This is an optimization exercise on Yosys and OpenROAD, whose aim is small area, not a production implementation.
Function was checked by simulation only, so behaviour that the tests miss may differ from the original.
Power is estimated from default activity; no workload was simulated.

`design/flow/design.v`:
```
package ctw_pkg;
	localparam int TIMER_COUNT = 16;
	localparam int REM_W       = 16;   
	localparam int ENT_W       = 4 + REM_W;
	typedef enum logic [1:0] {
		OP_SCHED = 2'd0,
		OP_STOP  = 2'd1,
		OP_TICK  = 2'd2,
		OP_NONE  = 2'd3
	} op_t;
	typedef enum logic [1:0] {
		KIND_SCHED      = 2'd0,
		KIND_STOP       = 2'd1,
		KIND_FIRED      = 2'd2,
		KIND_IDLE_TICK  = 2'd3
	} kind_t;
	typedef enum logic [2:0] {
		ST_CLR,
		ST_IDLE,
		ST_SCHP,
		ST_SCANW,
		ST_SCAN,
		ST_EMIT,
		ST_DEC
	} state_t;
endpackage
module ctw_mem (
	input  logic                      clk,
	input  logic [ctw_pkg::ENT_W-1:0] wr_data,
	output logic [ctw_pkg::ENT_W-1:0] rd_data,
	output logic [ctw_pkg::ENT_W-1:0] rd_next
);
	localparam int W = ctw_pkg::ENT_W;
	localparam int N = ctw_pkg::TIMER_COUNT;
	logic [W*N-1:0] ring_q;
	always_ff @(posedge clk) begin
		ring_q <= {wr_data, ring_q[W*N-1:W]};
	end
	assign rd_data = ring_q[W-1:0];
	assign rd_next = ring_q[2*W-1:W];
endmodule
module callout_timer_wheel (
	input  logic        clk,
	input  logic        arst_n,
	input  logic        s_axis_tvalid,
	output logic        s_axis_tready,
	input  logic [23:0] s_axis_tdata,   
	input  logic [1:0]  s_axis_tuser,   
	output logic        m_axis_tvalid,
	input  logic        m_axis_tready,
	output logic [39:0] m_axis_tdata,   
	output logic [1:0]  m_axis_tuser,   
	output logic        m_axis_tlast
);
	localparam int RW = ctw_pkg::REM_W;
	ctw_pkg::state_t state_q, state_d;
	logic [3:0]      cnt_q;
	logic            sh_q;            
	logic            tk_q;            
	logic [15:0]     tlo_q;           
	logic [15:0]     thi_q;           
	logic            cy_q;            
	logic            found_q, multi_q;
	logic [ctw_pkg::ENT_W-1:0] rd_ent, rd_nxt, wr_ent;
	logic [3:0]      t_id;
	logic [RW-1:0]   t_rem;
	logic [3:0]      w_id;
	logic [RW-1:0]   w_rem;
	logic [1:0]      in_op;
	logic [3:0]      in_id;
	logic [15:0]     in_delay;
	logic [15:0]     delay_eff;
	logic            hit;             
	logic            pend;
	logic            due;
	logic            last_pos;
	logic            out_free;
	logic            sched_pass;      
	logic            tick_pass;       
	logic            add_b, add_ci, add_s, add_co;
	logic [15:0]     hi_inc;
	logic            load;            
	logic [1:0]      ld_kind;
	logic            capture;         
	logic            f_dec;           
	logic            f_clr;           
	logic            f_shift;         
	logic            f_new;           
	logic            out_valid_q;
	logic [1:0]      out_kind_q;
	logic [3:0]      out_id_q;
	logic            out_pend_q;
	logic [15:0]     out_lo_q;
	assign in_op     = s_axis_tuser;
	assign in_id     = s_axis_tdata[3:0];
	assign in_delay  = s_axis_tdata[19:4];
	assign delay_eff = {in_delay[15:1], in_delay[0] | (in_delay == 16'd0)};
	ctw_mem u_mem (
		.clk     (clk),
		.wr_data (wr_ent),
		.rd_data (rd_ent),
		.rd_next (rd_nxt)
	);
	assign {t_id, t_rem} = rd_ent;
	assign wr_ent        = {w_id, w_rem};
	assign hit      = (t_id == in_id);
	assign pend     = (t_rem != '0);
	assign due      = (t_rem == RW'(1));
	assign last_pos = (cnt_q == 4'd15);
	assign out_free = !out_valid_q || m_axis_tready;
	assign sched_pass = (state_q == ctw_pkg::ST_SCHP);
	assign tick_pass  = (state_q == ctw_pkg::ST_SCAN) && tk_q;
	assign add_b  = sched_pass && delay_eff[cnt_q];
	assign add_ci = (cnt_q == 4'd0) ? tick_pass : cy_q;
	assign add_s  = tlo_q[0] ^ add_b ^ add_ci;
	assign add_co = (tlo_q[0] & add_b) | (add_ci & (tlo_q[0] ^ add_b));
	logic [16:0] inc_c, dec_b;
	logic [RW-1:0] rem_dec;
	assign inc_c[0] = cy_q;
	assign dec_b[0] = pend && f_dec;    
	for (genvar i = 0; i < 16; i++) begin : g_arith
		assign hi_inc[i]  = thi_q[i] ^ inc_c[i];
		assign inc_c[i+1] = thi_q[i] & inc_c[i];
		assign rem_dec[i] = t_rem[i] ^ dec_b[i];
		assign dec_b[i+1] = !t_rem[i] & dec_b[i];
	end
	always_comb begin
		state_d       = state_q;
		s_axis_tready = 1'b0;
		f_dec         = 1'b0;
		f_clr         = 1'b0;
		f_shift       = 1'b0;
		f_new         = 1'b0;
		load          = 1'b0;
		ld_kind       = ctw_pkg::KIND_SCHED;
		capture       = 1'b0;
		case (state_q)
			ctw_pkg::ST_CLR: begin
				f_clr = 1'b1;
				if (last_pos) state_d = ctw_pkg::ST_IDLE;
			end
			ctw_pkg::ST_IDLE: begin
				if (s_axis_tvalid) begin
					case (in_op)
						ctw_pkg::OP_SCHED: begin
							if (last_pos && !out_valid_q) state_d = ctw_pkg::ST_SCHP;
						end
						ctw_pkg::OP_STOP: begin
							if (hit && out_free) begin
								s_axis_tready = 1'b1;
								load          = 1'b1;
								ld_kind       = ctw_pkg::KIND_STOP;
								capture       = 1'b1;
								f_clr         = 1'b1;
							end
						end
						ctw_pkg::OP_TICK: begin
							if (last_pos && !out_valid_q) begin
								s_axis_tready = 1'b1;
								state_d       = ctw_pkg::ST_SCAN;
							end
						end
						default: s_axis_tready = 1'b1;
					endcase
				end
			end
			ctw_pkg::ST_SCHP: begin
				if (!sh_q && hit) capture = 1'b1;
				if (last_pos) begin
					f_new         = 1'b1;
					s_axis_tready = 1'b1;
					load          = 1'b1;
					state_d       = ctw_pkg::ST_IDLE;
				end else if (sh_q || hit) begin
					f_shift = 1'b1;
				end
			end
			ctw_pkg::ST_SCANW: begin
				if (last_pos && !out_valid_q) state_d = ctw_pkg::ST_SCAN;
			end
			ctw_pkg::ST_SCAN: begin
				if (due && !found_q) begin
					capture = 1'b1;
					f_dec   = 1'b1;
				end
				if (last_pos) state_d = ctw_pkg::ST_EMIT;
			end
			ctw_pkg::ST_EMIT: begin
				load    = 1'b1;
				ld_kind = found_q ? ctw_pkg::KIND_FIRED : ctw_pkg::KIND_IDLE_TICK;
				if (found_q && multi_q) begin
					state_d = ctw_pkg::ST_SCANW;
				end else begin
					state_d = ctw_pkg::ST_DEC;
					f_dec   = 1'b1;
				end
			end
			default: begin  
				f_dec = 1'b1;
				if (last_pos) state_d = ctw_pkg::ST_IDLE;
			end
		endcase
	end
	always_comb begin
		if (f_shift) begin
			{w_id, w_rem} = rd_nxt;
		end else if (f_new) begin
			w_id  = in_id;
			w_rem = delay_eff;
		end else begin
			w_id  = (state_q == ctw_pkg::ST_CLR) ? cnt_q : t_id;
			w_rem = rem_dec & {RW{!f_clr}};
		end
	end
	always_ff @(posedge clk or negedge arst_n) begin
		if (!arst_n) begin
			state_q <= ctw_pkg::ST_CLR;
			cnt_q   <= 4'd0;
			sh_q    <= 1'b0;
		end else begin
			state_q <= state_d;
			cnt_q   <= cnt_q + 4'd1;
			if (sched_pass) sh_q <= !last_pos && (sh_q || hit);
		end
	end
	always_ff @(posedge clk) begin
		if (sched_pass || tick_pass || (state_q == ctw_pkg::ST_CLR)) begin
			tlo_q <= {tick_pass ? add_s : (sched_pass && tlo_q[0]), tlo_q[15:1]};
		end
		if (sched_pass || tick_pass) begin
			out_lo_q <= {add_s, out_lo_q[15:1]};
			cy_q     <= add_co;
		end else if ((state_q == ctw_pkg::ST_EMIT) && tk_q) begin
			cy_q     <= 1'b0;
		end
		if (state_q == ctw_pkg::ST_CLR) begin
			thi_q <= 16'd0;
		end else if ((state_q == ctw_pkg::ST_EMIT) && tk_q) begin
			thi_q <= hi_inc;
		end
		if (state_q == ctw_pkg::ST_IDLE) begin
			tk_q <= 1'b1;
		end else if (state_q == ctw_pkg::ST_EMIT) begin
			tk_q <= 1'b0;
		end
		if (state_d == ctw_pkg::ST_SCAN && state_q != ctw_pkg::ST_SCAN) begin
			found_q <= 1'b0;
			multi_q <= 1'b0;
		end else if ((state_q == ctw_pkg::ST_SCAN) && due) begin
			found_q <= 1'b1;
			if (found_q) multi_q <= 1'b1;
		end
	end
	always_ff @(posedge clk or negedge arst_n) begin
		if (!arst_n) begin
			out_valid_q <= 1'b0;
		end else if (load) begin
			out_valid_q <= 1'b1;
		end else if (m_axis_tready) begin
			out_valid_q <= 1'b0;
		end
	end
	always_ff @(posedge clk) begin
		if (load) out_kind_q <= ld_kind;
		if (capture) begin
			out_id_q   <= t_id;
			out_pend_q <= pend;
		end
	end
	assign m_axis_tvalid = out_valid_q;
	assign m_axis_tdata  = {3'b000,
		{hi_inc, out_lo_q} & {32{!out_kind_q[0]}},
		out_pend_q & !out_kind_q[1],
		out_id_q & {4{!(&out_kind_q)}}};
	assign m_axis_tuser  = out_kind_q;
	assign m_axis_tlast  = !((out_kind_q == ctw_pkg::KIND_FIRED) && multi_q);
endmodule
```
`design/flow/flow/run.sh`:
```
#!/bin/bash
# Layout with the standard flow (standard.sh), changing only how ports are
# buffered (the smallest buffer) and how the clock tree is built (larger sink
# clusters, no dummy loads). Each tool's output is in orfs/logs/; make's own
# output in flow.log.
set -euo pipefail
export BUFFER_PORTS_ARGS="-buffer_cell sky130_fd_sc_hd__buf_1"
export CTS_ARGS="-sink_clustering_enable -repair_clock_nets -dont_use_dummy_load -sink_clustering_size 25 -sink_clustering_max_diameter 80"
bash standard.sh finish > flow.log 2>&1
```
`design/flow/standard.sh`:
```
#!/bin/bash
# synth_recipe.tcl (not shown) runs the flow's synth.tcl, then flattens the netlist and writes it again
# the make line also repeats each setting of config.mk as NAME=value (left out here)
make -C /OpenROAD-flow-scripts/flow DESIGN_CONFIG=/design/flow/config.mk WORK_HOME=/design/flow/orfs CLKGATE_MAP_FILE= SYNTH_SCRIPT=/design/flow/synth_recipe.tcl "${@:-finish}"
```
`design/flow/config.mk`:
```
export PLATFORM = sky130hd
export DESIGN_NAME = callout_timer_wheel
export DESIGN_NICKNAME = callout_timer_wheel
export VERILOG_FILES = /design/flow/design.v
export SDC_FILE = /design/flow/constraint.sdc
export NUM_CORES = 4
export LEC_CHECK = 0
export CAP_MARGIN = 20
export CORE_MARGIN = 2
export CORE_UTILIZATION = 60
export SLEW_MARGIN = 20
```
`design/flow/constraint.sdc`:
```
create_clock -name core_clock -period 5.0 [get_ports {clk}]
set_input_delay 1.0000 -clock core_clock [delete_from_list [all_inputs] [get_ports {clk}]]
set_output_delay 1.0000 -clock core_clock [all_outputs]
set_load 0.01 [all_outputs]
```
==> out/results.ini, run 1 <==
[place]
dp_hpwl_mm=10.6
port_buffers=67
gp_congestion=0.835
dp_slack_ps=317
dpl_cell_area_mm2=0.0111

[clock_tree]
htree_levels=1
cts_tree=built
cts-root-buf=clkbuf_16
clk_latency_ps=500
cts_sinks=388
cts-buffers-inserted=19
clockBufferDepth=3
path_clk_slew_ps=90

[floorplan]
num_rows=48
die_h_um=137
dieArea_mm2=0.0188
core_area_mm2=0.0173
initial_core_util_pct=61.3
io_pins=75
floorplan.die.width_um=137

[yosys]
synthTopCellsByArea=dfxtp_1, edfxtp_1, ha_1
yosysUniqueCellTypes=57
syn_inst=760
synth_top_area_cell=dfxtp_1
synthesis.area_mm2=0.0106
ys_seq_area_share_pct=77.4
synth_ff_type=dfxtp_1
syn_avg_cell_area_um2=14.0
synthTopCellsByCount=dfxtp_1, nand2_1, edfxtp_1
synth_most_common_cell=dfxtp_1
synth_top_area_share_pct=64.0
synth-async-reset-ratio_pct=2.32
ys_ff_latch=388
synth_edf_count=40
ys_warn_count=2

[min_path]
hold_path.class=flop to flop
hold_path_depth=0

[detailed_routing]
first_pass_iters=4
drcViolationCount=0
ant_nets=0
wl_mm=16.2
drt_iter0_markers=271
vias=5355
viasPerCell=5.09
post_drt_wl_per_cell_um=15.4

[power_and_ir_drop]
ir_drop_mv=0.443
total_power_uw=6000
powerDensity_mw_per_mm2=517
leakagePower_uw=0.00468

[sta]
slew_headroom_pct=30.1
clock_skew_ps=21.4
fin_crit_sh_pct=97.1
worstMarginPinSlew_ps=1050
max_freq_ghz=0.206
hold_viol=0
period_minus_slack_ps=4860
final_max_slew_viol_count=0
setup_viol=0
layout_setup_ws_ps=145

[setup_path]
cp_common_cell=ha_2
cp_num_buf_inv=1
path_depth=17
crit_path_start_kind=flop
worstPathRequired_ps=4000
crit_chain=ha_2 -> ha_2 -> ha_2 -> ha_2 -> ha_1 -> ha_2 -> ha_2 -> ha_1 -> ha_2 -> ha_2 -> ha_1 -> ha_1 -> ha_1 -> ha_2 -> ha_4 -> nor2b_1 -> buf_2
crit_type=flop to primary output
critPathSlowestCell=edfxtp_1
cp.arrival_ps=3860
rr_worst_depth=22
worstSetupEndpointType=primary output
path_max_fanout=2
path_delay_family=adder cells
max_stage_delay_ps=410
reg2reg_slack_ps=290

[cells_and_area]
finalInstanceArea_mm2=0.0116
antennaDiodeCount=0
final_util_pct=67.1
regArea_mm2=0.00821
drive_gt1_share_pct=6.40
area_growth_pct=9.32
fillers=1297
multi_input_area_mm2=0.00222
finalNetCount=893

[job]
maxCapViolCount=0

[grt]
antenna_found_initial=0
grt_pass1_vias=5131
grt_pass1_wl_mm=25.2
grt_overflow=0
grtUsageTotal_pct=17.2
grt_max_degree=36

[run_status]
status=complete, no violations

==> layout make-up <==
cell class,count,area share (%)
well taps,225,2.43
repair buffers,76,2.77
clock buffers,19,4.10
flip-flops and latches,388,70.8
inverters,22,0.712
multi-input cells,323,19.2
==> per-layer routing <==
layer / global-route usage, % / wire, µm / vias up
li1: - / - / 2666
met1: 23.7 / 7730 / 2556
met2: 27.4 / 7250 / 100
met3: 3.63 / 760 / 33
met4: 5.61 / 443 / 0
met5: 0 / 0 / -
==> cells in the final DEF (no fill, tap or decap), drive strengths merged, types with 4 or more instances in the layout <==
cell	count
xnor2	6
nand3	12
edfxtp	40
dfxtp	339
nor3	18
nor4	7
nor2	24
mux2i	9
o21ai	8
a21oi	21
nand2	59
mux2	4
o21a	4
ha	32
and2	5
nor2b	36
dfrtp	9
inv	22
buf	76
o211ai	17
nand2b	6
a31oi	15
clkbuf	19
==> repair_timing <==
action / 4_1_cts / 5_1_grt
hold buffers: 0 / 0
pin swaps: 1 / 1
gates resized for setup: 8 / 6
setup buffers: 0 / 2
setup endpoints to repair: 2 / 2
==> cells by family (layout without fill, tap and decap cells) <==
group | count (synthesis) | after routing | synth area share (%)
DFF | 388 | 388 | 77.4
and+or+nand+nor | 184 | 184 | 8.97
AOI/OAI and AO/OA | 79 | 79 | 4.88
buffers and inverters | 51 | 117 | 2.16
adders and majority gates | 33 | 33 | 3.96
muxes | 15 | 15 | 1.84
xor gates and xnor gates | 9 | 9 | 0.743
other | 1 | 3 | 0.0353
==> worst reg2reg max path: stages, from the launching register on <==
cell	delay (ps)
dfxtp_1	330
nor4_1	370
nand4_1	270
nand2b_1	250
o21a_1	120
ha_1	210
ha_1	200
ha_1	180
ha_1	180
ha_1	180
ha_1	180
ha_1	180
ha_1	180
ha_1	180
ha_1	180
ha_1	180
ha_1	200
ha_1	190
ha_1	200
ha_1	270
nor2_1	100
o211ai_1	90
a31oi_1	220
==> through the flow <==
stage	cells	TNS (ps)	hold slack [ps]
final	1053	0	319
after global placement	1032	0	310
after global routing	1053	-7.08	320
after CTS	1051	0	316
after detailed placement	1032	0	312
after floorplan	762	0	310
==> where the power goes <==
group          internal, µW  total (µW)  leakage [µW]  switching (µW)
Sequential             3810        3990       0.00332             182
Combinational           172         478       0.00113             306
Clock                   682        1530      0.000234             851
Total                  4660        6000       0.00468            1340
==> final timing paths <==
path	startpoint	endpoint
worst max-delay path	cy_q	m_axis_tdata[35]
worst min-delay path	u_mem.ring_q[84]	u_mem.ring_q[64]
worst max register to register	u_mem.ring_q[1]	u_mem.ring_q[314]
worst min register to register	u_mem.ring_q[84]	u_mem.ring_q[64]
max in group asynchronous	arst_n	out_valid_q
min in group asynchronous	arst_n	cnt_q[2]
==> state kept, by name (all words and copies together), names as in the netlist, 2 cells and up <==
register,flops
thi_q,16
state_q,3
tlo_q,16
u_mem.ring_q,320
out_lo_q,16
out_id_q,4
cnt_q,4
out_kind_q,2
==> run 2: changes to the inputs <==
--- a/design/flow/design.v
+++ b/design/flow/design.v
@@ -225,7 +225,5 @@
 	end
 	always_ff @(posedge clk) begin
-		if (sched_pass || tick_pass || (state_q == ctw_pkg::ST_CLR)) begin
-			tlo_q <= {tick_pass ? add_s : (sched_pass && tlo_q[0]), tlo_q[15:1]};
-		end
+		tlo_q <= {tick_pass ? add_s : (tlo_q[0] && (state_q != ctw_pkg::ST_CLR)), tlo_q[15:1]};
 		if (sched_pass || tick_pass) begin
 			out_lo_q <= {add_s, out_lo_q[15:1]};
--- a/design/flow/config.mk
+++ b/design/flow/config.mk
@@ -8,4 +8,4 @@
 export CAP_MARGIN = 20
 export CORE_MARGIN = 2
-export CORE_UTILIZATION = 60
+export CORE_UTILIZATION = 70
 export SLEW_MARGIN = 20
==> run 2 against run 1 <==
Critical endpoint is now m_axis_tdata[36]. Still clean on timing, DRC and antenna. Largest power group unchanged. Combinational power is 32% lower. Largest cell class unchanged. Utilization is 11 points higher. First-iteration DRC count is 3.3% lower. Highest routed layer unchanged.
==> out/results.ini, run 2 <==
[sta]
fin_crit_sh_pct=98.0
max_freq_ghz=0.204
hold_viol=0
whs_ps=306
final_max_slew_viol_count=0
period_minus_slack_ps=4900
worstMarginPinSlew_ps=1110
setup_viol=0
clock_skew_ps=30.0
fin_tns_setup_ps=0
slew_headroom_pct=26.2

[power_and_ir_drop]
power.switching_uw=1250
combinationalPowerShare_pct=5.7
total_power_uw=5730
ir_drop_mv=0.395
p_seq_share_pct=67.4
swShare_pct=21.9
leakagePower_uw=0.00462
clkPwrFrac_pct=26.9
intPower_uw=4470
powerDensity_mw_per_mm2=511

[yosys]
synthTopCellsByCount=dfxtp_1, nand2_1, nor2b_1
yosysUniqueCellTypes=55
synth-async-reset-ratio_pct=2.32
ys_seq_area_share_pct=78.4
synth_top_area_share_pct=69.2
syn_inst=730
synth_edf_count=24
synthesis.area_mm2=0.0103
synth_top_area_cell=dfxtp_1
synthTopCellsByArea=dfxtp_1, edfxtp_1, ha_1
synth_most_common_cell=dfxtp_1
ys_warn_count=2
ys_ff_latch=388
synth_ff_type=dfxtp_1
syn_avg_cell_area_um2=14.1

[clock_tree]
cts-root-buf=clkbuf_16
clockBufferDepth=3
clk_latency_ps=520
cts_sinks=388
htree_levels=1
cts_tree=built
cts-hold-fix-buffers=0
path_clk_slew_ps=90
cts-buffers-inserted=19

[setup_path]
worstSetupEndpointType=primary output
worstPathRequired_ps=4000
path_max_fanout=2
crit_type=flop to primary output
crit_path_start_kind=flop
cp.arrival_ps=3900

[grt]
grt_max_degree=41
antenna_found_initial=0
grt_pass1_vias=5405
grt_pass1_wl_mm=28.0
grt_overflow=0
grtUsageTotal_pct=22.5

[detailed_routing]
drcViolationCount=0
viasPerCell=5.22
drt_iter0_markers=262
first_pass_iters=4
ant_nets=0
vias=5111
wl_mm=17.0
post_drt_wl_per_cell_um=17.4

[run_status]
status=complete, no violations

[cells_and_area]
final_util_pct=77.7
finalNetCount=861
antennaDiodeCount=0
largest_reg_flops=320
area_growth_pct=9.04
layout_common_cells=dfxtp_1, nand2_1, buf_1
drive_gt1_share_pct=6.66
largest-register=u_mem.ring_q
final_common_cell=dfxtp_1

[floorplan]
initial_core_util_pct=71.2
dieArea_mm2=0.0157
floorplan.die.width_um=125
num_rows=44
io_pins=75
core_area_mm2=0.0144
die_h_um=125

[place]
dp_hpwl_mm=10.4
port_buffers=67
gp_congestion=0.842

[job]
maxCapViolCount=0

[min_path]
hold_path.class=flop to flop

run 2: cell count changes after synthesis, sizes merged, moves of 15 or more:
cell | before | now
o21ai | 8 | 24
dfxtp | 339 | 355
nand2 | 59 | 76
a31oi | 15 | 0
edfxtp | 40 | 24
run 2: metrics by stage:
step           instances  area [µm²]  setup WS [ps]
6_report             980       11200            100
5_1_grt              980       11200          -2.87
4_1_cts              980       11200           9.76
3_5_place_dp         960       10600            406
3_3_place_gp         960       10600            522
2_1_floorplan        732       10300            737
run 2: area by class of cell:
class | count | area (µm²)
well taps | 184 | 230
multi-input cells | 297 | 2080
flip-flops and latches | 388 | 8050
repair buffers | 69 | 275
fillers | 802 | 3220
inverters | 23 | 86.3
clock buffers | 19 | 475
run 2: worst paths after layout:
kind / from / endpoint / cells after the start / slack [ps]
worst max-delay path: cy_q / m_axis_tdata[36] / 18 / 100
worst min-delay path: u_mem.ring_q[167] / u_mem.ring_q[147] / 0 / 310
worst max register to register: state_q[2] / u_mem.ring_q[314] / 21 / 340
worst min register to register: u_mem.ring_q[167] / u_mem.ring_q[147] / 0 / 310
max in group asynchronous: arst_n / sh_q / 1 / 4140
min in group asynchronous: arst_n / out_valid_q / 1 / 450
run 2: cells by family (layout without fill, tap and decap cells):
logic type | after synthesis | in the layout | share of synthesized area (%)
compound gates | 80 | 80 | 5.52
buf+inv | 47 | 111 | 2.22
simple gates | 165 | 165 | 8.06
other cells | 1 | 3 | 0.0365
xor+xnor | 9 | 9 | 0.767
fa+ha+maj | 33 | 33 | 4.09
flops | 388 | 388 | 78.4
mux | 7 | 7 | 0.926
run 2: worst max-delay path, cell delays in order (launching register included):
cell and delay, ps:
edfxtp_1 410, ha_2 190, ha_2 160, ha_2 160, ha_1 180, ha_1 180, ha_1 180, ha_2 170
ha_2 170, ha_2 170, ha_2 170, ha_1 180, ha_2 170, ha_2 180, ha_4 160, ha_4 160
xnor2_2 120, nor2_1 110, buf_2 160
run 2: layer usage:
layer | vias up | share of wire, % | global-route usage [%] | wire length (µm)
met1 | 2455 | 45 | 30.7 | 7640
met2 | 109 | 49 | 37.8 | 8270
met4 | 0 | 2.4 | 6.99 | 411
met5 | - | 0 | 0 | 0
met3 | 32 | 4.2 | 3.34 | 709
li1 | 2515 | - | - | -
run 2: power by group through the flow:
| stage | logic [µW] | clock network (µW) | registers [µW] |
|---|---|---|---|
| after floorplan | 250 | 0 | 3820 |
| after global placement | 299 | 0 | 3870 |
| after global routing | 359 | 1670 | 3910 |
| after detailed placement | 312 | 0 | 3910 |
| after CTS | 327 | 1570 | 3870 |
| final | 326 | 1540 | 3860 |
run 2: what timing repair did:
item                       in CTS  in global routing
setup buffers                   1                  0
setup endpoints to repair       2                  2
pin swaps                       2                  2
resized for setup              10                  8
==> run 3: changes to the inputs <==
--- a/design/flow/config.mk
+++ b/design/flow/config.mk
@@ -8,4 +8,4 @@
 export CAP_MARGIN = 20
 export CORE_MARGIN = 2
-export CORE_UTILIZATION = 70
+export CORE_UTILIZATION = 60
 export SLEW_MARGIN = 20
==> run 3 against run 2 <==
Still clean on timing, DRC and antenna. Flip-flop and latch count unchanged. Critical path type unchanged. Global-route usage decreased by 6.0 points. Largest cell class unchanged. Combinational power decreased by 4%. Critical endpoint unchanged. Clock power about the same. Sequential power about the same. Power decreased by 1.2%. Synthesized area unchanged. Utilization decreased by 10 points. Maximum frequency increased by 1.9%. Sequential share of layout area decreased by 0.30 points. First-iteration DRC count decreased by 25%.
==> out/results.ini, run 3 <==
[yosys]
synth_edf_count=24
ys_ff_latch=388
synth_top_area_cell=dfxtp_1
synthTopCellsByArea=dfxtp_1, edfxtp_1, ha_1
synthAdderAreaFrac_pct=4.09
ys_seq_area_share_pct=78.4
synthesis.area_mm2=0.0103
synth-xor-area-share_pct=0.767
syn_avg_cell_area_um2=14.1
synthTopCellsByCount=dfxtp_1, nand2_1, nor2b_1
synth-async-reset-ratio_pct=2.32
synth-simple-area-share_pct=8.06
synth_most_common_cell=dfxtp_1
synth_top_area_share_pct=69.2
synth_top_family_by_area=simple AND/OR/NAND/NOR gates
synth.mux.area_fraction_pct=0.926
syn_inst=730
synth-compound-area-share_pct=5.52
synth_ff_type=dfxtp_1
ys_warn_count=2
yosysUniqueCellTypes=55

[setup_path]
rr_worst_depth=21
worstPathRequired_ps=4000
r2r_end=u_mem.ring_q[314]
path_max_fanout=2
crit_type=flop to primary output
r2r-start=state_q[2]
reg2reg_slack_ps=530
endpoint=m_axis_tdata[36]
worstSetupEndpointType=primary output
cp.arrival_ps=3810
crit_path_start_kind=flop
crit_start=cy_q

[cells_and_area]
drive_gt1_share_pct=6.41
final_common_cell=dfxtp_1
largest_reg_flops=320
finalNetCount=861
final_cells=1016
regArea_mm2=0.00805
area_growth_pct=9.50
largest-register=u_mem.ring_q
multi_input_area_mm2=0.00208
fillers=1202
layout_common_cells=dfxtp_1, nand2_1, buf_1
antennaDiodeCount=0

[sta]
clock_skew_ps=35.6
setup_viol=0
fin_tns_setup_ps=0
slew_headroom_pct=48.3
worstMarginPinSlew_ps=773
hold_viol=0
fin_crit_sh_pct=96.2
period_minus_slack_ps=4810
final_max_slew_viol_count=0
max_freq_ghz=0.208
rsz0062_at_grt=no

[clock_tree]
cts_sinks=388
cts_tree=built
cts-hold-fix-buffers=0
htree_levels=1
path_clk_slew_ps=90
clk_latency_ps=500
cts-root-buf=clkbuf_16
clockBufferDepth=3
cts-buffers-inserted=19

[detailed_routing]
first_pass_iters=5
drt_iter0_markers=197
ant_nets=0
vias=4945
post_drt_wl_per_cell_um=14.3
viasPerCell=4.87
drcViolationCount=0
wl_mm=14.6

[place]
dp_cells=996
gp_congestion=0.822
port_buffers=67
dp_hpwl_mm=9.90

[floorplan]
die_h_um=135
initial_core_util_pct=61.7
dieArea_mm2=0.0182
num_rows=47
core_area_mm2=0.0166
floorplan.die.width_um=135
io_pins=75

[grt]
grtUsageTotal_pct=16.5
grt_pass1_vias=4868
grt_overflow=0
grt_max_degree=36
antenna_found_initial=1
grt_pass1_wl_mm=23.8

[power_and_ir_drop]
powerDensity_mw_per_mm2=503
leakagePower_uw=0.00462
ir_drop_mv=0.478
total_power_uw=5660

[job]
maxCapViolCount=0

[min_path]
hp-start=u_mem.ring_q[185]
hold_path.class=flop to flop

[run_status]
status=complete, no violations

run 3: cell counts after synthesis:
Identical to the previous run, type by type.
run 3: stage by stage:
step | util, % | instance area [µm²] | hold slack, ps | setup WS (ps)
finish | 67.6 | 11200 | 301 | 190
global route | 67.6 | 11200 | 301 | 10.0
CTS | 67.2 | 11200 | 302 | 12.2
detailed placement | 64.3 | 10700 | 312 | 461
global placement | 64.2 | 10700 | 310 | 516
floorplan | - | 10300 | 310 | 737
run 3: where the power goes:
part | switching (µW) | leakage [µW] | total (µW) | internal, µW
Combinational | 189 | 0.00109 | 312 | 123
Clock | 836 | 0.000234 | 1520 | 682
Sequential | 162 | 0.00330 | 3830 | 3670
run 3: final cells by class:
cell class              count  share of cell area (%)
clock buffers              19                    4.23
repair buffers             69                    2.51
flip-flops and latches    388                    71.6
inverters                  23                   0.767
well taps                 220                    2.45
multi-input cells         297                    18.5
run 3: worst min path at each step:
stage	endpoint	slack, ps	cells past startpoint
6_report	u_mem.ring_q[165]	300	0
5_1_grt	u_mem.ring_q[165]	300	0
4_1_cts	u_mem.ring_q[147]	300	0
3_5_place_dp	u_mem.ring_q[284]	310	0
3_3_place_gp	u_mem.ring_q[269]	310	0
2_1_floorplan	tlo_q[0]	310	0
run 3: layer usage:
layer / routed length (µm) / global-route usage (%)
met5: 13 / 0
met4: 298 / 4.68
met2: 6640 / 27.1
met3: 700 / 3.27
met1: 6900 / 22.4
run 3: critical path, stage by stage (launching register included):
cell and delay [ps]:
edfxtp_1 410, ha_2 190, ha_1 170, ha_1 180
ha_1 180, ha_1 180, ha_1 180, ha_2 170
ha_2 170, ha_1 180, ha_2 170, ha_2 160
ha_2 170, ha_2 180, ha_4 160, ha_4 160
xnor2_2 120, nor2_1 80, buf_2 140
run 3: repair_timing:
action                     4_1_cts  5_1_grt
pin swaps                        2        1
gates resized for setup          8        9
setup endpoints to repair        2        2
setup buffers                    0        0
run 3: logic make-up after synthesis:
group,count (synthesis)
DFF,388
and+or+nand+nor,165
AOI/OAI and AO/OA,80
buffers and inverters,47
adders and majority gates,33
xor gates and xnor gates,9
muxes,7
other,1
==> run 4: changes to the inputs <==
--- a/design/flow/flow/run.sh
+++ b/design/flow/flow/run.sh
@@ -6,4 +6,4 @@
 set -euo pipefail
 export BUFFER_PORTS_ARGS="-buffer_cell sky130_fd_sc_hd__buf_1"
-export CTS_ARGS="-sink_clustering_enable -repair_clock_nets -dont_use_dummy_load -sink_clustering_size 25 -sink_clustering_max_diameter 80"
+export CTS_ARGS="-sink_clustering_enable -repair_clock_nets -dont_use_dummy_load -sink_clustering_size 28 -sink_clustering_max_diameter 70"
 bash standard.sh finish > flow.log 2>&1
--- a/design/flow/config.mk
+++ b/design/flow/config.mk
@@ -8,4 +8,4 @@
 export CAP_MARGIN = 20
 export CORE_MARGIN = 2
-export CORE_UTILIZATION = 60
+export CORE_UTILIZATION = 70
 export SLEW_MARGIN = 20
==> run 4 against run 3 <==
Hold slack lost 40 ps. Final cell count shrank 3.6%. Critical path depth stayed put. Non-clock buffer count did not move. Maximum frequency shrank 1.0%. Largest cell class unchanged. Global-route usage is 5.3 points higher. Routed wire length increased by 15%.
==> out/results.ini, run 4 <==
[place]
port_buffers=67
dp_hpwl_mm=10.4
gp_congestion=0.842
dp_slack_ps=406

[sta]
rsz0062_at_grt=no
whs_ps=261
fin_crit_sh_pct=97.2
setup_viol=0
final_max_slew_viol_count=0
period_minus_slack_ps=4860
fin_tns_setup_ps=0
max_freq_ghz=0.206
slew_headroom_pct=28.4
worstMarginPinSlew_ps=1070
layout_setup_ws_ps=140
clock_skew_ps=56.2
hold_viol=0

[detailed_routing]
drcViolationCount=0
vias=5095
drt_iter0_markers=250
ant_nets=0
viasPerCell=5.20
first_pass_iters=4
wl_mm=16.7
post_drt_wl_per_cell_um=17.1

[grt]
grt_pass1_vias=5308
grtUsageTotal_pct=21.8
grt_overflow=0
grt_max_degree=41
antenna_found_initial=1
grt_pass1_wl_mm=27.1

[power_and_ir_drop]
leakagePower_uw=0.00460
ir_drop_mv=0.486
powerDensity_mw_per_mm2=508
total_power_uw=5680

[min_path]
hold_path_depth=0
whs_endpoint=u_mem.ring_q[164]
hold_path.class=flop to flop
hp-start=u_mem.ring_q[184]

[floorplan]
die_h_um=125
io_pins=75
num_rows=44
initial_core_util_pct=71.2
floorplan.die.width_um=125
core_area_mm2=0.0144
dieArea_mm2=0.0157

[yosys]
synth-async-reset-ratio_pct=2.32
syn_avg_cell_area_um2=14.1
synth_ff_type=dfxtp_1
ys_seq_area_share_pct=78.4
yosysUniqueCellTypes=55
synthTopCellsByArea=dfxtp_1, edfxtp_1, ha_1
synth_edf_count=24
ys_warn_count=2
ys_ff_latch=388
syn_inst=730
synth_top_area_cell=dfxtp_1
synthesis.area_mm2=0.0103
synth_most_common_cell=dfxtp_1
synth_top_area_share_pct=69.2
synthTopCellsByCount=dfxtp_1, nand2_1, nor2b_1

[job]
maxCapViolCount=0

[setup_path]
path_max_fanout=2
crit_path_start_kind=flop
worstSetupEndpointType=primary output
worstPathRequired_ps=4000
rr_worst_depth=21
crit_type=flop to primary output
cp.arrival_ps=3860
reg2reg_slack_ps=470
r2r-start=state_q[2]
r2r_end=u_mem.ring_q[314]

[clock_tree]
cts_sinks=388
cts-root-buf=clkbuf_16
cts_tree=built
clockBufferDepth=3
clk_latency_ps=500
cts-buffers-inserted=18
path_clk_slew_ps=100
cts-hold-fix-buffers=0
htree_levels=1

[cells_and_area]
regArea_mm2=0.00805
largest-register=u_mem.ring_q
fillers=835
final_util_pct=77.5
layout_common_cells=dfxtp_1, nand2_1, buf_1
final_common_cell=dfxtp_1
area_growth_pct=8.79
largest_reg_flops=320
finalNetCount=860
antennaDiodeCount=0
drive_gt1_share_pct=6.54
multi_input_area_mm2=0.00208

[run_status]
status=complete, no violations

==> run 4: changes by cell type in the layout (fill, tap and decap cells not counted) <==
cell / change
ha_2: +2
clkbuf_16: -1
ha_1: -2
buf_4: +1
buf_8: -1
==> run 4: timing repair <==
| item | 4_1_cts | 5_1_grt |
|---|---|---|
| gates resized for setup | 11 | 7 |
| pin swaps | 2 | 2 |
| setup endpoints to repair | 2 | 2 |
| buffers inserted | 1 | 0 |
==> run 4: per-layer routing <==
metal | routed length (µm) | up-vias | GRT usage [%]
met3 | 826 | 32 | 4.36
met2 | 8180 | 114 | 36.7
met1 | 7430 | 2433 | 29.4
met5 | 13 | - | 0
li1 | - | 2514 | -
met4 | 291 | 2 | 5.49
==> run 4: area by class of cell <==
class | count | area share, %
multi-input combinational | 297 | 18.6
clock buffer | 18 | 4.03
timing repair buffer | 69 | 2.46
tap | 184 | 2.06
sequential | 388 | 72.0
inverter | 23 | 0.772
==> run 4: logic make-up (layout without fill, tap and decap cells) <==
| kind of cell | count (synthesis) | count (layout) | share of synthesized area, % |
|---|---|---|---|
| flip-flops | 388 | 388 | 78.4 |
| AND/OR/NAND/NOR | 165 | 165 | 8.06 |
| AO/OA/AOI/OAI | 80 | 80 | 5.52 |
| buffers and inverters | 47 | 110 | 2.22 |
| adder cells (fa/ha/maj) | 33 | 33 | 4.09 |
| XOR/XNOR | 9 | 9 | 0.767 |
| multiplexers | 7 | 7 | 0.926 |
| other | 1 | 3 | 0.0365 |
==> run 4: worst max-delay path by stage <==
stage               startpoint          endpoint  slack (ps)  depth (start not counted)
finish                    cy_q  m_axis_tdata[36]         140                         18
CTS                       cy_q  m_axis_tdata[35]          10                         17
global placement          cy_q  m_axis_tdata[36]         520                         18
detailed placement        cy_q  m_axis_tdata[36]         410                         18
global route              cy_q  m_axis_tdata[36]          10                         18
floorplan                 cy_q  m_axis_tdata[35]         740                         16
==> run 4: through the flow <==
stage,instance area (µm²),cells
after global placement,10600,960
after CTS,11100,979
after global routing,11200,979
after detailed placement,10600,960
final,11200,979
after floorplan,10300,732
==> run 4: worst max-delay path, cell delays in order, from the launching register on <==
cell and delay (ps):
edfxtp_1 420, ha_2 190, ha_2 160, ha_2 160, ha_1 180, ha_1 180
ha_1 180, ha_2 170, ha_2 170, ha_2 170, ha_2 170, ha_1 180
ha_2 170, ha_2 180, ha_4 160, ha_4 160, xnor2_2 120, nor2_1 90
buf_2 150
==> run 4: power by group <==
group	total [µW]	leakage, µW	internal (µW)	switching (µW)
Sequential	3860	0.00330	3670	193
Clock	1500	0.000222	648	852
Combinational	321	0.00108	123	198
==> run 5: changes to the inputs <==
--- a/design/flow/flow/run.sh
+++ b/design/flow/flow/run.sh
@@ -6,4 +6,4 @@
 set -euo pipefail
 export BUFFER_PORTS_ARGS="-buffer_cell sky130_fd_sc_hd__buf_1"
-export CTS_ARGS="-sink_clustering_enable -repair_clock_nets -dont_use_dummy_load -sink_clustering_size 28 -sink_clustering_max_diameter 70"
+export CTS_ARGS="-sink_clustering_enable -repair_clock_nets -dont_use_dummy_load -sink_clustering_size 30 -sink_clustering_max_diameter 90"
 bash standard.sh finish > flow.log 2>&1
==> run 5 against run 4 <==
Sequential power barely moved. Critical endpoint unchanged. Sequential share of layout area up 0.37 points. Die area unchanged. Register-to-register slack lost 20 ps. Routed wire length fell by 2.3%. Hold slack better by 67 ps. Highest routed layer unchanged. Global-route usage down 0.28 points. Flip-flop and latch count unchanged. Clock power fell by 5%.
==> out/results.ini, run 5 <==
[run_status]
status=complete, no violations

[sta]
worstMarginPinSlew_ps=1080
clock_skew_ps=61.1
hold_viol=0
fin_tns_setup_ps=0
final_max_slew_viol_count=0
rsz0062_at_grt=no
slew_headroom_pct=28.3
period_minus_slack_ps=4880
max_freq_ghz=0.205
fin_crit_sh_pct=97.6
layout_setup_ws_ps=120
setup_viol=0

[yosys]
synth-xor-area-share_pct=0.767
synth-compound-area-share_pct=5.52
synthTopCellsByArea=dfxtp_1, edfxtp_1, ha_1
ys_warn_count=2
yosysUniqueCellTypes=55
ys_seq_area_share_pct=78.4
synthAdderAreaFrac_pct=4.09
synth_top_area_share_pct=69.2
synth-async-reset-ratio_pct=2.32
synth_edf_count=24
ys_ff_latch=388
synth_ff_type=dfxtp_1
synth_top_area_cell=dfxtp_1
synth_most_common_cell=dfxtp_1
synthesis.area_mm2=0.0103
synth.mux.area_fraction_pct=0.926
syn_avg_cell_area_um2=14.1
syn_inst=730
synth_top_family_by_area=simple AND/OR/NAND/NOR gates
synthTopCellsByCount=dfxtp_1, nand2_1, nor2b_1
synth-simple-area-share_pct=8.06

[detailed_routing]
dr_wl_met3_um=770
wl_mm=16.4
drt_iter0_markers=343
top_layer_used=met5
vias=5080
first_pass_iters=5
ant_nets=0
drt-met1-wl_mm=7.40
drcViolationCount=0
met2WireLength_mm=7.77
viasPerCell=5.20
post_drt_wl_per_cell_um=16.7

[clock_tree]
clk_latency_ps=520
cts-root-buf=clkbuf_16
cts-hold-fix-buffers=0
cts_tree=built
cts_sinks=388
clockBufferDepth=3
htree_levels=1
path_clk_slew_ps=110
cts-buffers-inserted=16

[min_path]
hold_path.class=flop to flop
hold_path_depth=0
hp-start=u_mem.ring_q[160]

[place]
gp_congestion=0.842
port_buffers=67
dp_hpwl_mm=10.4
dp_slack_ps=406

[floorplan]
io_pins=75
floorplan.die.width_um=125
core_area_mm2=0.0144
initial_core_util_pct=71.2
die_h_um=125
num_rows=44
dieArea_mm2=0.0157

[setup_path]
path_delay_family=adder cells
crit_start=cy_q
critPathSlowestCell=edfxtp_1
cp_common_cell=ha_2
path_max_fanout=2
cp.arrival_ps=3880
path_depth=18
r2r-start=state_q[2]
rr_worst_depth=21
crit_type=flop to primary output
max_stage_delay_ps=420
cp_num_buf_inv=1
worstPathRequired_ps=4000
crit_path_start_kind=flop
worstSetupEndpointType=primary output
crit_chain=ha_2 -> ha_1 -> ha_2 -> ha_2 -> ha_2 -> ha_1 -> ha_2 -> ha_2 -> ha_2 -> ha_2 -> ha_1 -> ha_2 -> ha_2 -> ha_2 -> ha_4 -> xnor2_2 -> nor2_1 -> buf_2

[grt]
antenna_found_initial=1
grt_pass1_vias=5267
grt_overflow=0
grt_max_degree=41
grt_pass1_wl_mm=26.8
grtUsageTotal_pct=21.5

[cells_and_area]
finalNetCount=858
antennaDiodeCount=0
largest-register=u_mem.ring_q
largest_reg_flops=320
final_common_cell=dfxtp_1
layout_common_cells=dfxtp_1, nand2_1, buf_1
final_util_pct=77.1
area_growth_pct=8.23
drive_gt1_share_pct=6.43

[job]
maxCapViolCount=0

[power_and_ir_drop]
total_power_uw=5600
ir_drop_mv=0.438
powerDensity_mw_per_mm2=503
leakagePower_uw=0.00458

run 5: power breakdown:
| group | switching (µW) | total (µW) | internal (µW) |
|---|---|---|---|
| clock | 843 | 1420 | 581 |
| sequential | 189 | 3860 | 3670 |
| combinational | 195 | 319 | 123 |
run 5: what timing repair did:
item                       CTS  global route
pin swaps                    2             2
setup buffers                1             0
setup endpoints to repair    2             2
resized for setup           12             6
run 5: stage by stage:
step | instances | area (µm²) | hold slack, ps
2_1_floorplan | 732 | 10300 | 310
3_3_place_gp | 960 | 10600 | 310
3_5_place_dp | 960 | 10600 | 312
4_1_cts | 977 | 11100 | 333
5_1_grt | 977 | 11100 | 335
6_report | 977 | 11100 | 328
run 5: cell type report:
type                    instances  area, µm²
well taps                     184        230
fillers                       842       3300
clock buffers                  16        400
repair buffers                 69        275
flip-flops and latches        388       8050
inverters                      23       86.3
multi-input cells             297       2070
run 5: cells by family after synthesis:
kind of cell	Yosys count
mux	7
compound gates	80
buf+inv	47
flops	388
xor+xnor	9
other cells	1
simple gates	165
fa+ha+maj	33
run 5: final timing paths:
check                           slack [ps]                 to
worst max-delay path                   120   m_axis_tdata[36]
worst min-delay path                   330  u_mem.ring_q[140]
worst max register to register         450  u_mem.ring_q[314]
worst min register to register         330  u_mem.ring_q[140]
max in group asynchronous             4090           cnt_q[2]
min in group asynchronous              460           cnt_q[3]
run 5: metal layers:
| layer | global-route usage (%) | vias up |
|---|---|---|
| met5 | 0 | - |
| met4 | 6.47 | 2 |
| met3 | 3.72 | 30 |
| met2 | 35.4 | 117 |
| met1 | 29.8 | 2425 |
| li1 | - | 2506 |
run 5: worst register-to-register path, stage by stage, from the launching register on:
cell,delay (ps)
dfrtp_1,560
nor3b_1,270
nor2b_1,190
a22oi_1,210
nor2_1,80
ha_1,200
ha_1,200
ha_1,190
ha_1,190
ha_1,180
ha_1,190
ha_1,180
ha_1,190
ha_1,180
ha_1,180
ha_1,180
ha_1,180
ha_1,190
ha_1,180
ha_1,290
a2bb2oi_2,160
o21ai_1,130
==> run 6: changes to the inputs <==
==> design/flow/flow/run.sh (replaced) <==
#!/bin/bash
# Layout with the standard flow (standard.sh), changing only:
#  - synthesis: synth_recipe.tcl with the procs in synth_tweaks.tcl (adders
#    left to ABC, ABC's default area mapping);
#  - port buffers: the smallest buffer;
#  - clock tree: larger sink clusters, no dummy loads.
# Each tool's output is in orfs/logs/; make's own output in flow.log.
set -euo pipefail
W=$(cd "$(dirname "${BASH_SOURCE[0]}")/.." && pwd)
{ head -n 1 "$W/synth_recipe.tcl"; cat "$W/flow/synth_tweaks.tcl"; tail -n +2 "$W/synth_recipe.tcl"; } > "$W/my_synth.tcl"
export BUFFER_PORTS_ARGS="-buffer_cell sky130_fd_sc_hd__buf_1"
export CTS_ARGS="-sink_clustering_enable -repair_clock_nets -dont_use_dummy_load -sink_clustering_size 30 -sink_clustering_max_diameter 90"
cd "$W"
bash standard.sh SYNTH_SCRIPT="$W/my_synth.tcl" finish > flow.log 2>&1
==> design/flow/flow/synth_tweaks.tcl (new file) <==
# Changes to the standard flow's synthesis script (synth_recipe.tcl), placed after its
# first line. Registers, their names and cell types are as in the standard
# synthesis; only the mapping of the logic between them differs.

# leave adders as plain logic for ABC to map, instead of half/full adder cells
proc extract_fa {args} {}

# map the logic with ABC's default script for a cell library (area oriented)
# in place of ORFS's speed script and its delay target
proc abc {args} {
  set out {}
  set skip 0
  foreach a $args {
    if {$skip} { set skip 0; continue }
    if {$a in {-script -D -constr}} { set skip 1; continue }
    lappend out $a
  }
  yosys abc {*}$out
}
--- a/design/flow/config.mk
+++ b/design/flow/config.mk
@@ -8,4 +8,4 @@
 export CAP_MARGIN = 20
 export CORE_MARGIN = 2
-export CORE_UTILIZATION = 70
+export CORE_UTILIZATION = 80
 export SLEW_MARGIN = 20
==> run 6 against run 5 <==
Highest routed layer is now met4. Critical path depth decreased by 10. Flip-flop and latch count stayed put. Power grew 25%. Die area decreased by 15%. Non-clock buffer count grew 3. Synthesized cell count down 0.68%. Largest cell class unchanged. First-iteration DRC count increased to 3.2 times the previous value. Combinational power grew to 3.3 times the previous value. Still clean. Maximum frequency increased by 12%. Hold slack got worse by 24 ps. Register-to-register slack improved by 180 ps. Sequential share of layout area is 1.9 points higher.
==> out/results.ini, run 6 <==
[yosys]
synth_edf_count=24
ys_warn_count=2
synth_most_common_cell=dfxtp_1
synth_top_area_share_pct=71.5
synthTopCellsByCount=dfxtp_1, nor2_1, nand2_1
synthesis.area_mm2=0.00994
ys_ff_latch=388
syn_inst=725
synth-async-reset-ratio_pct=2.32
synth_top_area_cell=dfxtp_1
synth_ff_type=dfxtp_1
yosysUniqueCellTypes=48
synthTopCellsByArea=dfxtp_1, edfxtp_1, nor2_1
ys_seq_area_share_pct=81.0
syn_avg_cell_area_um2=13.7

[setup_path]
cp.arrival_ps=4740
crit_path_start_kind=flop
path_max_fanout=10
r2r_end=u_mem.ring_q[311]
max_stage_delay_ps=810
critPathSlowestCell=nor4_1
rr_worst_depth=8
worstPathRequired_ps=5370
crit_chain=or4_1 -> nand2b_1 -> nor3_1 -> o211ai_1 -> nor4_1 -> xor2_1 -> a221oi_1 -> nor2_1
crit_type=flop to flop
reg2reg_slack_ps=630
worstSetupEndpointType=flop
r2r-start=u_mem.ring_q[9]

[sta]
period_minus_slack_ps=4370
hold_viol=0
max_freq_ghz=0.229
rsz0062_at_grt=no
slew_headroom_pct=29.4
fin_tns_setup_ps=0
fin_crit_sh_pct=87.5
final_max_slew_viol_count=0
worstMarginPinSlew_ps=1050
clock_skew_ps=54.1
setup_viol=0

[place]
gp_congestion=0.911
dp_hpwl_mm=14.4
dpl_cell_area_mm2=0.0104
port_buffers=67

[cells_and_area]
largest_reg_flops=320
final_common_cell=dfxtp_1
drive_gt1_share_pct=2.71
final_util_pct=89.9
largest-register=u_mem.ring_q
finalNetCount=844
layout_common_cells=dfxtp_1, buf_1, nor2_1
area_growth_pct=9.02
antennaDiodeCount=0
finalInstanceArea_mm2=0.0108

[detailed_routing]
first_pass_iters=8
drcViolationCount=0
drt_iter0_markers=1097
ant_nets=0
vias=6436
post_drt_wl_per_cell_um=26.6
viasPerCell=6.57
wl_mm=26.1

[power_and_ir_drop]
leakagePower_uw=0.00431
p_seq_share_pct=64.1
total_power_uw=7000
combinationalPowerShare_pct=15.2
powerDensity_mw_per_mm2=645
power.switching_uw=2050
clkPwrFrac_pct=20.7
swShare_pct=29.3
ir_drop_mv=0.496
intPower_uw=4950

[grt]
grtUsageTotal_pct=40.3
use_met1_pct=47.5
grt_max_degree=36
grt_overflow=0
grt_use_met3_pct=9.52
met2_usage_pct=65.8
grt_pass1_vias=6401
grt_busiest_layer=met2
antenna_found_initial=0
grt_pass1_wl_mm=38.9

[clock_tree]
post-cts-setup-buffers=0
cts-hold-fix-buffers=0
cts-buffers-inserted=16
cts_tree=built
path_clk_slew_ps=110
clockBufferDepth=3
htree_levels=1
cts_resized=0
cts-root-buf=clkbuf_16
clk_latency_ps=520
cts_sinks=388

[floorplan]
initial_core_util_pct=82.4
core_area_mm2=0.0121
num_rows=40
die_h_um=115
dieArea_mm2=0.0133
floorplan.die.width_um=115
io_pins=75

[min_path]
hold_path.class=flop to flop
hold_path_depth=0
whs_endpoint=u_mem.ring_q[99]
hp-start=u_mem.ring_q[119]

[job]
maxCapViolCount=0

[run_status]
status=complete, no violations

-- run 6: cell families (layout without fill, tap and decap cells) --
family                     after synthesis  count (layout)  synth area share [%]
xor gates and xnor gates                25              25                  2.20
AOI/OAI and AO/OA                      110             110                  6.90
DFF                                    388             388                  81.0
and+or+nand+nor                        185             185                  9.09
buffers and inverters                   15             100                 0.680
adders and majority gates                1               1                 0.101
other                                    1               3                0.0377
-- run 6: worst max-delay path by stage --
| stage | slack, ps | cells past startpoint | start | end |
|---|---|---|---|---|
| floorplan | 1890 | 5 | s_axis_tdata[3] | u_mem.ring_q[316] |
| global route | 600 | 9 | cy_q | m_axis_tdata[36] |
| finish | 630 | 8 | u_mem.ring_q[9] | u_mem.ring_q[311] |
| detailed placement | 1390 | 8 | u_mem.ring_q[11] | u_mem.ring_q[315] |
| CTS | 830 | 9 | cy_q | m_axis_tdata[36] |
| global placement | 1460 | 7 | s_axis_tdata[3] | s_axis_tready |
-- run 6: power by group through the flow --
stage                     Combinational [µW]  Clock, µW  Sequential [µW]
after floorplan                          590          0             4310
after global placement                   810          0             4400
after detailed placement                 909          0             4480
after CTS                                989       1430             4480
after global routing                    1130       1520             4520
final                                   1060       1450             4490
-- run 6: area by class of cell --
cell class,instances,area [µm²]
fillers,342,1220
repair buffers,72,297
well taps,168,210
multi-input cells,324,1830
clock buffers,16,400
flip-flops and latches,388,8050
inverters,12,45.0
-- run 6: per-layer routing --
layer / share of wire (%) / routed length, µm / vias up
li1: - / - / 2612
met1: 34 / 8970 / 2981
met2: 46 / 11900 / 620
met3: 10 / 2720 / 223
met4: 9.6 / 2500 / 0
met5: 0 / 0 / -
-- run 6: stage by stage --
stage | hold slack, ps | std cells | worst slack, ps
6_report | 304 | 980 | 626
4_1_cts | 299 | 979 | 833
3_3_place_gp | 311 | 963 | 1460
2_1_floorplan | 310 | 727 | 1890
3_5_place_dp | 312 | 963 | 1390
5_1_grt | 306 | 980 | 597
-- run 6: critical path, delay by kind of cell, from the launching register on --
family	cells	cell delay, ps
AND/OR/NAND/NOR	5	2400
AO/OA/AOI/OAI	2	1160
flip-flops	1	430
XOR/XNOR	1	220
==> run 7: changes to the inputs <==
--- a/design/flow/config.mk
+++ b/design/flow/config.mk
@@ -8,4 +8,4 @@
 export CAP_MARGIN = 20
 export CORE_MARGIN = 2
-export CORE_UTILIZATION = 80
+export CORE_UTILIZATION = 70
 export SLEW_MARGIN = 20
==> run 7 against run 6 <==
Still clean on timing, DRC and antenna. Sequential power down 2%. Critical path depth up 1. Combinational power down 14%. Worst setup slack better by 290 ps.
==> out/results.ini, run 7 <==
[cells_and_area]
final_common_cell=dfxtp_1
final_cells=994
area_growth_pct=9.28
largest_reg_flops=320
final_util_pct=78.3
layout_common_cells=dfxtp_1, buf_1, nor2_1
largest-register=u_mem.ring_q
drive_gt1_share_pct=2.83
finalNetCount=845

[clock_tree]
cts_tree=built
path_clk_slew_ps=110
clockBufferDepth=3
clk_latency_ps=510
cts_sinks=388
cts-hold-fix-buffers=0
cts-buffers-inserted=16
post-cts-setup-buffers=0
cts-root-buf=clkbuf_16
cts_resized=0
htree_levels=1

[yosys]
synthAdderAreaFrac_pct=0.101
synthTopCellsByArea=dfxtp_1, edfxtp_1, nor2_1
ys_ff_latch=388
synthesis.area_mm2=0.00994
synth_top_family_by_area=simple AND/OR/NAND/NOR gates
ys_seq_area_share_pct=81.0
synth_ff_type=dfxtp_1
synth-async-reset-ratio_pct=2.32
synth_top_area_cell=dfxtp_1
synth-simple-area-share_pct=9.09
synth_most_common_cell=dfxtp_1
synthTopCellsByCount=dfxtp_1, nor2_1, nand2_1
syn_avg_cell_area_um2=13.7
syn_inst=725
synth-compound-area-share_pct=6.90
synth_top_area_share_pct=71.5
ys_warn_count=2
synth_edf_count=24
synth.mux.area_fraction_pct=0
synth-xor-area-share_pct=2.20
yosysUniqueCellTypes=48

[sta]
hold_viol=0
final_max_slew_viol_count=0
slew_headroom_pct=51.8
period_minus_slack_ps=4080
max_freq_ghz=0.245
fin_tns_setup_ps=0
rsz0062_at_grt=no
layout_setup_ws_ps=919
whs_ps=318
clock_skew_ps=32.5
worstMarginPinSlew_ps=723
setup_viol=0
fin_crit_sh_pct=81.6

[detailed_routing]
wl_mm=17.5
ant_nets=0
vias=5438
post_drt_wl_per_cell_um=17.6
viasPerCell=5.47
drt_iter0_markers=479
drcViolationCount=0
first_pass_iters=5

[grt]
grt_max_degree=36
antenna_found_initial=2
grt_pass1_vias=5284
grtUsageTotal_pct=23.5
grt_pass1_wl_mm=27.4
grt_overflow=0

[floorplan]
dieArea_mm2=0.0152
num_rows=43
die_h_um=123
floorplan.die.width_um=123
io_pins=75
core_area_mm2=0.0139
initial_core_util_pct=71.6

[job]
maxCapViolCount=0

[place]
dp_cells=976
port_buffers=67
dp_slack_ps=1450
dp_hpwl_mm=11.1
gp_congestion=0.921

[setup_path]
crit_path_start_kind=flop
crit_start=cy_q
worstSetupEndpointType=primary output
cp.arrival_ps=3080
crit_type=flop to primary output
path_max_fanout=6
r2r-start=u_mem.ring_q[11]
worstPathRequired_ps=4000

[min_path]
hold_path.class=flop to flop
hp-start=u_mem.ring_q[85]

[power_and_ir_drop]
leakagePower_uw=0.00432
ir_drop_mv=0.476
powerDensity_mw_per_mm2=617

[run_status]
status=complete, no violations

[run 7: cell counts after synthesis]
Identical to the previous run, type by type.
[run 7: power by group]
part / total, µW / leakage (µW) / internal [µW] / switching (µW)
logic: 909 / 0.000868 / 325 / 583
registers: 4380 / 0.00325 / 4040 / 339
clock network: 1420 / 0.000197 / 580 / 835
[run 7: layout make-up]
class	count	area (µm²)
tap	180	225
multi-input combinational	324	1830
fill	783	3020
timing repair buffer	73	304
sequential	388	8050
antenna	1	2.50
clock buffer	16	400
inverter	12	45.0
[run 7: final timing paths]
path | end | slack [ps] | depth (start not counted)
setup / recovery | m_axis_tdata[36] | 920 | 9
hold / removal | u_mem.ring_q[65] | 320 | 0
setup reg to reg | u_mem.ring_q[314] | 1570 | 9
hold reg to reg | u_mem.ring_q[65] | 320 | 0
max in group asynchronous | cnt_q[2] | 4140 | 1
min in group asynchronous | state_q[1] | 450 | 1
[run 7: kinds of logic (layout without fill, tap and decap cells)]
kind of cell | after synthesis | after routing
compound gates | 110 | 110
xor+xnor | 25 | 25
fa+ha+maj | 1 | 1
buf+inv | 15 | 101
flops | 388 | 388
other cells | 1 | 4
simple gates | 185 | 185
[run 7: through the flow]
step / instance area, µm² / total power, µW
finish: 10900 / 6700
global route: 10900 / 7020
CTS: 10800 / 6730
detailed placement: 10400 / 5310
global placement: 10400 / 5210
floorplan: 9950 / 4900
[run 7: metal layers]
metal / part of all wire, % / vias up / routed length (µm) / track usage, %
met5: 0 / - / 0 / 0
met4: 2.4 / 0 / 415 / 6.53
met3: 6.8 / 40 / 1200 / 4.15
met2: 48 / 217 / 8350 / 39.1
met1: 43 / 2560 / 7520 / 31.9
li1: - / 2621 / - / -
[run 7: worst max-delay path, stage by stage (launching register included)]
cell and delay [ps]:
edfxtp_1 450, and4_1 340, nand4_1 220, nor4_1 460, nand4_1 250, nor2_1 270
nand3_1 170, xor2_1 190, nor2_1 90, buf_1 150
==> run 8: changes to the inputs <==
--- a/design/flow/flow/run.sh
+++ b/design/flow/flow/run.sh
@@ -10,5 +10,5 @@
 { head -n 1 "$W/synth_recipe.tcl"; cat "$W/flow/synth_tweaks.tcl"; tail -n +2 "$W/synth_recipe.tcl"; } > "$W/my_synth.tcl"
 export BUFFER_PORTS_ARGS="-buffer_cell sky130_fd_sc_hd__buf_1"
-export CTS_ARGS="-sink_clustering_enable -repair_clock_nets -dont_use_dummy_load -sink_clustering_size 30 -sink_clustering_max_diameter 90"
+export CTS_ARGS="-sink_clustering_enable -repair_clock_nets -dont_use_dummy_load -sink_clustering_size 30 -sink_clustering_max_diameter 90 -root_buf sky130_fd_sc_hd__clkbuf_8 -tree_buf sky130_fd_sc_hd__clkbuf_8"
 cd "$W"
 bash standard.sh SYNTH_SCRIPT="$W/my_synth.tcl" finish > flow.log 2>&1
==> run 8 against run 7 <==
Clock-buffer cell count unchanged. Synthesized cell count unchanged. Register-to-register slack got worse by 30 ps. Die area unchanged. Worst setup slack got worse by 27 ps. Clock power decreased by 5%. Hold slack got worse by 7.5 ps. Clock skew increased by 12 ps. Highest routed layer unchanged.
==> out/results.ini, run 8 <==
[floorplan]
num_rows=43
dieArea_mm2=0.0152
io_pins=75
floorplan.die.width_um=123
core_area_mm2=0.0139
initial_core_util_pct=71.6
die_h_um=123

[cells_and_area]
drive_gt1_share_pct=2.83
largest_reg_flops=320
final_common_cell=dfxtp_1
layout_common_cells=dfxtp_1, buf_1, nor2_1
finalNetCount=845
fillers=785
largest-register=u_mem.ring_q
area_growth_pct=8.94

[sta]
max_freq_ghz=0.243
hold_viol=0
fin_tns_setup_ps=0
setup_viol=0
fin_crit_sh_pct=82.2
layout_setup_ws_ps=892
slew_headroom_pct=51.7
clock_skew_ps=44.4
period_minus_slack_ps=4110
rsz0062_at_grt=no
final_max_slew_viol_count=0
worstMarginPinSlew_ps=725

[setup_path]
cp_num_buf_inv=1
crit_type=flop to primary output
worstPathRequired_ps=4000
reg2reg_slack_ps=1540
max_stage_delay_ps=450
critPathSlowestCell=edfxtp_1
crit_chain=and4_1 -> nand4_1 -> nor4_1 -> nand4_1 -> nor2_1 -> nand3_1 -> xor2_1 -> nor2_1 -> buf_1
crit_path_start_kind=flop
cp.arrival_ps=3110
path_delay_family=simple AND/OR/NAND/NOR gates
worstSetupEndpointType=primary output
path_max_fanout=6

[detailed_routing]
first_pass_iters=5
vias=5466
wl_mm=17.4
post_drt_wl_per_cell_um=17.6
drt_iter0_markers=482
ant_nets=0
viasPerCell=5.50
drcViolationCount=0

[grt]
met2_usage_pct=38.8
grt_max_degree=36
grt_use_met3_pct=3.92
grt_busiest_layer=met2
grt_pass1_vias=5263
grt_pass1_wl_mm=27.3
antenna_found_initial=1
grtUsageTotal_pct=23.4
use_met1_pct=32.1
grt_overflow=0

[place]
dp_slack_ps=1450
dp_hpwl_mm=11.1
port_buffers=67
gp_congestion=0.921

[yosys]
synthTopCellsByCount=dfxtp_1, nor2_1, nand2_1
yosysUniqueCellTypes=48
syn_avg_cell_area_um2=13.7
ys_warn_count=2
synthTopCellsByArea=dfxtp_1, edfxtp_1, nor2_1
synth_edf_count=24
synth-async-reset-ratio_pct=2.32
synth_most_common_cell=dfxtp_1
synth_top_area_share_pct=71.5
synth_top_area_cell=dfxtp_1
ys_seq_area_share_pct=81.0
synthesis.area_mm2=0.00994
synth_ff_type=dfxtp_1
ys_ff_latch=388
syn_inst=725

[clock_tree]
cts_sinks=388
clk_latency_ps=560
cts-buffers-inserted=16
cts_resized=0
path_clk_slew_ps=110
post-cts-setup-buffers=0
clockBufferDepth=3
cts-root-buf=clkbuf_8
htree_levels=1
cts_tree=built
cts-hold-fix-buffers=0

[job]
maxCapViolCount=0

[power_and_ir_drop]
leakagePower_uw=0.00430
ir_drop_mv=0.477
powerDensity_mw_per_mm2=613

[min_path]
hold_path.class=flop to flop

[run_status]
status=complete, no violations

==> run 8: cell types whose count changed in the layout (fill, tap and decap cells not counted) <==
cell	before	now
clkbuf_16	16	13
clkbuf_8	0	3
==> run 8: metrics by stage <==
step | power [µW] | util, % | hold WS [ps] | area [µm²] | std cells
floorplan | 4900 | - | 310 | 9950 | 727
global placement | 5210 | 75.3 | 312 | 10400 | 976
detailed placement | 5310 | 75.3 | 312 | 10400 | 976
CTS | 6670 | 77.9 | 315 | 10800 | 992
global route | 6960 | 78.0 | 306 | 10800 | 993
finish | 6640 | 78.0 | 310 | 10800 | 994
==> run 8: area by class of cell <==
cell class,instances,area (µm²),area share (%)
multi-input cells,324,1830,16.9
inverters,12,45.0,0.416
clock buffers,16,367,3.38
diodes,1,2.50,0.0231
flip-flops and latches,388,8050,74.4
well taps,180,225,2.08
repair buffers,73,304,2.81
==> run 8: per-layer routing <==
metal / routed length (µm) / share of wire [%]
met5: 0 / 0
met4: 459 / 2.6
met3: 1090 / 6.2
met2: 8320 / 48
met1: 7580 / 43
==> run 8: logic make-up (layout without fill, tap and decap cells) <==
kind of cell    after synthesis  in the layout  share of synthesized area (%)
compound gates              110            110                           6.90
xor+xnor                     25             25                           2.20
fa+ha+maj                     1              1                          0.101
buf+inv                      15            101                          0.680
flops                       388            388                           81.0
other cells                   1              4                         0.0377
simple gates                185            185                           9.09
==> run 8: worst paths after layout <==
path	start	endpoint	depth (start not counted)
setup / recovery	cy_q	m_axis_tdata[36]	9
hold / removal	u_mem.ring_q[230]	u_mem.ring_q[210]	0
setup reg to reg	u_mem.ring_q[11]	u_mem.ring_q[314]	9
hold reg to reg	u_mem.ring_q[230]	u_mem.ring_q[210]	0
max in group asynchronous	arst_n	sh_q	1
min in group asynchronous	arst_n	state_q[1]	1
==> run 8: power breakdown <==
| group | switching, µW | leakage, µW | total, µW | internal [µW] |
|---|---|---|---|---|
| registers | 340 | 0.00325 | 4380 | 4040 |
| clock network | 829 | 0.000182 | 1350 | 524 |
| logic | 583 | 0.000868 | 908 | 325 |
| total | 1750 | 0.00430 | 6640 | 4890 |

==> separate check: timing with driven ports <==
The results above use ideal ports. As a check the final layouts listed here were re-extracted and re-timed, cells and wires unchanged.
Step 1: set_driving_cell puts a clkbuf_16 on clk and a buf_2 on each other input, an assumption about the parent block.
Step 2, shift: input delay + t, output delay - t, t = (earliest + latest rising clock arrival at the registers) / 2. This alone moves slack from input paths to output paths.
a / b / c = ideal ports / drivers / drivers and shift; a / b = the first two.
run	shift t [ns]	setup WS [ns]	worst setup path after step 2	clock arrival spread, ns
run 1	0.534	0.145 / 0.102 / 0.294	register to register	0.024 / 0.025
run 2	0.544	0.100 / 0.057 / 0.341	register to register	0.031 / 0.031
run 3	0.528	0.190 / 0.148 / 0.534	register to register	0.037 / 0.037
run 4	0.519	0.140 / 0.094 / 0.467	register to register	0.060 / 0.060
run 5	0.533	0.120 / 0.074 / 0.447	register to register	0.066 / 0.066
run 6	0.540	0.626 / 0.626 / 0.626	register to register	0.055 / 0.055
run 7	0.534	0.919 / 0.875 / 1.409	register to output	0.033 / 0.033
run 8	0.580	0.892 / 0.851 / 1.431	register to output	0.046 / 0.046
After both steps setup and hold are still met in every run listed.
